From an optimization exercise on the open Yosys and OpenROAD flow, aimed at a short achievable clock period and few clock cycles; shortcuts taken in it are not production practice. Function was checked by simulation only, so behaviour that the tests miss may differ from the original. Power is estimated from default activity; no workload was simulated.

==> flow/design.v <==
module sprite_sequencer #(
    parameter int MAX_SPRITES  = 16,
    parameter int NUM_FRAMES   = 512,
    parameter int WIDTH        = 1280,
    parameter int HEIGHT       = 720,
    parameter int ANIM_DIV     = 6,
    parameter int MAX_ANIM_LEN = 8,
    localparam int IW = $clog2(MAX_SPRITES),
    localparam int FW = $clog2(NUM_FRAMES),
    localparam int XW = $clog2(WIDTH),
    localparam int YW = $clog2(HEIGHT),
    localparam int LW = $clog2(MAX_ANIM_LEN + 1)
) (
    input  logic          clk_pixel,
    input  logic          sys_rst,
    input  logic          new_frame,
    input  logic          wr_en,
    input  logic [IW-1:0] wr_index,
    input  logic          wr_active,
    input  logic [XW-1:0] wr_x,
    input  logic [YW-1:0] wr_y,
    input  logic [FW-1:0] wr_base_frame,
    input  logic [LW-1:0] wr_anim_len,
    input  logic          sprite_ready,
    output logic          sprite_valid,
    output logic [XW-1:0] sprite_x,
    output logic [YW-1:0] sprite_y,
    output logic [FW-1:0] sprite_frame_number,
    output logic [IW-1:0] sprite_index,
    output logic          busy,
    output logic          list_done,
    output logic          overrun
);
    localparam int N  = MAX_SPRITES;
    localparam int DW = (ANIM_DIV > 1) ? $clog2(ANIM_DIV) : 1;
    logic          busy_reg;
    logic [DW-1:0] div_reg;
    logic          step_reg;
    logic          overrun_reg;
    logic          list_done_reg;
    logic          valid_reg;
    logic [XW-1:0] x_reg;
    logic [YW-1:0] y_reg;
    logic [FW-1:0] frame_reg;
    logic [IW-1:0] index_reg;
    logic [N-1:0]  mask_reg;
    logic [N-1:0]  adv_pend_reg;
    logic [N-1:0]  act_next;
    logic [XW-1:0] x_arr     [N];
    logic [YW-1:0] y_arr     [N];
    logic [FW-1:0] frame_arr [N];
    logic          start, late_start, out_free, take, mask_any, scan_end, step_now;
    logic [N-1:0]  low, below, pick;
    always_comb begin
        below[0] = 1'b0;
        for (int i = 1; i < N; i++) below[i] = below[i-1] | mask_reg[i-1];
    end
    assign low      = mask_reg & ~below;
    assign mask_any = |mask_reg;
    assign start      = !busy_reg && new_frame;
    assign late_start = start && wr_en && !below[wr_index];
    assign out_free   = !valid_reg || sprite_ready;
    assign take       = (busy_reg && out_free) || (start && !late_start);
    assign pick       = take ? low : '0;
    assign scan_end   = busy_reg && out_free && !mask_any;
    assign step_now   = busy_reg ? step_reg : (div_reg == DW'(ANIM_DIV - 1));
    genvar gi;
    generate
        for (gi = 0; gi < N; gi++) begin : g_entry
            logic          active_reg;
            logic [XW-1:0] x_e_reg;
            logic [YW-1:0] y_e_reg;
            logic [FW-1:0] base_reg;
            logic [FW-1:0] frame_e_reg;
            logic [LW-1:0] len_reg;
            logic [LW-1:0] phase_reg;
            logic          wr_hit;
            logic          wrap;
            logic [LW-1:0] phase_inc;
            assign wr_hit    = wr_en && (wr_index == IW'(gi));
            assign phase_inc = phase_reg + LW'(1);
            assign wrap      = (phase_inc >= ((len_reg == '0) ? LW'(1) : len_reg));
            always_ff @(posedge clk_pixel or posedge sys_rst) begin
                if (sys_rst) begin
                    active_reg <= 1'b0;
                end else if (wr_hit) begin
                    active_reg <= wr_active;
                end
            end
            always_ff @(posedge clk_pixel) begin
                if (wr_hit) begin
                    x_e_reg     <= wr_x;
                    y_e_reg     <= wr_y;
                    base_reg    <= wr_base_frame;
                    frame_e_reg <= wr_base_frame;
                    len_reg     <= wr_anim_len;
                    phase_reg   <= '0;
                end else if (adv_pend_reg[gi]) begin
                    phase_reg   <= wrap ? '0 : phase_inc;
                    frame_e_reg <= wrap ? base_reg : frame_e_reg + FW'(1);
                end
            end
            assign act_next[gi]  = wr_hit ? wr_active : active_reg;
            assign x_arr[gi]     = x_e_reg;
            assign y_arr[gi]     = y_e_reg;
            assign frame_arr[gi] = frame_e_reg;
        end
    endgenerate
    logic [XW-1:0] x_sel;
    logic [YW-1:0] y_sel;
    logic [FW-1:0] frame_sel;
    logic [IW-1:0] index_sel;
    always_comb begin
        x_sel     = '0;
        y_sel     = '0;
        frame_sel = '0;
        index_sel = '0;
        for (int i = 0; i < N; i++) begin
            x_sel     = x_sel     | (x_arr[i]     & {XW{low[i]}});
            y_sel     = y_sel     | (y_arr[i]     & {YW{low[i]}});
            frame_sel = frame_sel | (frame_arr[i] & {FW{low[i]}});
            index_sel = index_sel | (IW'(i)       & {IW{low[i]}});
        end
    end
    always_ff @(posedge clk_pixel or posedge sys_rst) begin
        if (sys_rst) begin
            busy_reg      <= 1'b0;
            div_reg       <= '0;
            step_reg      <= 1'b0;
            overrun_reg   <= 1'b0;
            list_done_reg <= 1'b0;
            mask_reg      <= '0;
            valid_reg     <= 1'b0;
            adv_pend_reg  <= '0;
        end else begin
            list_done_reg <= scan_end;
            adv_pend_reg  <= step_now ? pick : '0;
            if (busy_reg && new_frame) begin
                overrun_reg <= 1'b1;
            end
            if (start) begin
                busy_reg <= 1'b1;
                if (div_reg == DW'(ANIM_DIV - 1)) begin
                    div_reg  <= '0;
                    step_reg <= 1'b1;
                end else begin
                    div_reg  <= div_reg + DW'(1);
                    step_reg <= 1'b0;
                end
            end else if (scan_end) begin
                busy_reg <= 1'b0;
            end
            if (take && mask_any) begin
                mask_reg  <= (busy_reg ? mask_reg : act_next) & ~low;
                valid_reg <= 1'b1;
            end else begin
                if (!busy_reg || scan_end) begin
                    mask_reg <= act_next;
                end
                if (take) begin
                    valid_reg <= 1'b0;
                end
            end
        end
    end
    always_ff @(posedge clk_pixel or posedge sys_rst) begin
        if (sys_rst) begin
            x_reg     <= '0;
            y_reg     <= '0;
            frame_reg <= '0;
            index_reg <= '0;
        end else if (out_free) begin
            x_reg     <= x_sel;
            y_reg     <= y_sel;
            frame_reg <= frame_sel;
            index_reg <= index_sel;
        end
    end
    assign sprite_valid        = valid_reg;
    assign sprite_x            = x_reg;
    assign sprite_y            = y_reg;
    assign sprite_frame_number = frame_reg;
    assign sprite_index        = index_reg;
    assign busy                = busy_reg;
    assign list_done           = list_done_reg;
    assign overrun             = overrun_reg;
endmodule
clock: 6.0 ns
lec_check: 0
abc_clock_period_in_ps: 2000
cap_margin: 20
core_margin: 2
core_utilization: 50
cts_cluster_diameter: 100
cts_cluster_size: 30
setup_slack_margin: 3.6
slew_margin: 20
tns_end_percent: 100
run.sh (not shown) runs the stock make flow with config.mk's settings and CLKGATE_MAP_FILE= SYNTH_SCRIPT=/design/flow/synth_recipe.tcl, a recipe that flattens the netlist after the stock synthesis.
Testbench counts at the start, summed over its fixed seeds: cycles 50,115.
Next try:
--- a/flow/design.v
+++ b/flow/design.v
@@ -164,16 +164,19 @@
         end
     end
-    always_ff @(posedge clk_pixel or posedge sys_rst) begin
-        if (sys_rst) begin
-            x_reg     <= '0;
-            y_reg     <= '0;
-            frame_reg <= '0;
-            index_reg <= '0;
-        end else if (out_free) begin
-            x_reg     <= x_sel;
-            y_reg     <= y_sel;
-            frame_reg <= frame_sel;
-            index_reg <= index_sel;
-        end
+    logic          load_out;
+    logic [XW-1:0] x_next;
+    logic [YW-1:0] y_next;
+    logic [FW-1:0] frame_next;
+    logic [IW-1:0] index_next;
+    assign load_out   = take && mask_any;
+    assign x_next     = (x_sel     & {XW{load_out}}) | (x_reg     & {XW{!load_out}});
+    assign y_next     = (y_sel     & {YW{load_out}}) | (y_reg     & {YW{!load_out}});
+    assign frame_next = (frame_sel & {FW{load_out}}) | (frame_reg & {FW{!load_out}});
+    assign index_next = (index_sel & {IW{load_out}}) | (index_reg & {IW{!load_out}});
+    always_ff @(posedge clk_pixel) begin
+        x_reg     <= x_next;
+        y_reg     <= y_next;
+        frame_reg <= frame_next;
+        index_reg <= index_next;
     end
     assign sprite_valid        = valid_reg;
Result: The new run produced a clean layout; via count rose by about 1.7%; synthesized area is higher by about 0.7%; combinational power grows by about 2%; global-route usage increases by 0.34 points; worst hold slack loses 0.016 ns; final area came out higher by 2.6%; wire length goes up by 2.8%; final cell count climbs by 1.0%.
Testbench counts after the change, summed over its fixed seeds: cycles 50,115.

port drivers added, routing unchanged:
No port has a modelled driver above. Below, the same layouts with a new extraction and two added sets of constraints.
Step 1 (the two cells are an assumption about what drives the block):
set clk [get_ports {clk_pixel}]
set_driving_cell -lib_cell sky130_fd_sc_hd__clkbuf_16 $clk
set_driving_cell -lib_cell sky130_fd_sc_hd__buf_2 [delete_from_list [all_inputs] $clk]
Step 2 also shifts input and output timing later by t, the mid clock arrival at the registers, as if the neighbouring blocks saw the same clock.
a / b / c = ideal ports / drivers / drivers and shift; a / b = the first two.
run	t (ns)	slack for setup (ns)	worst setup path after step 2	worst slew at a driven data input, ns	cell pins on the clock port's net
the first run	0.675	3.540 / 3.477 / 2.847	input to register	0.10	1
the second run	0.667	3.434 / 3.391 / 2.723	input to register	0.24	1
After both steps setup and hold are still met in every run listed. The setup slack of the second run, which loses most, moves by -0.043 ns with the drivers and by -0.711 ns with both steps.
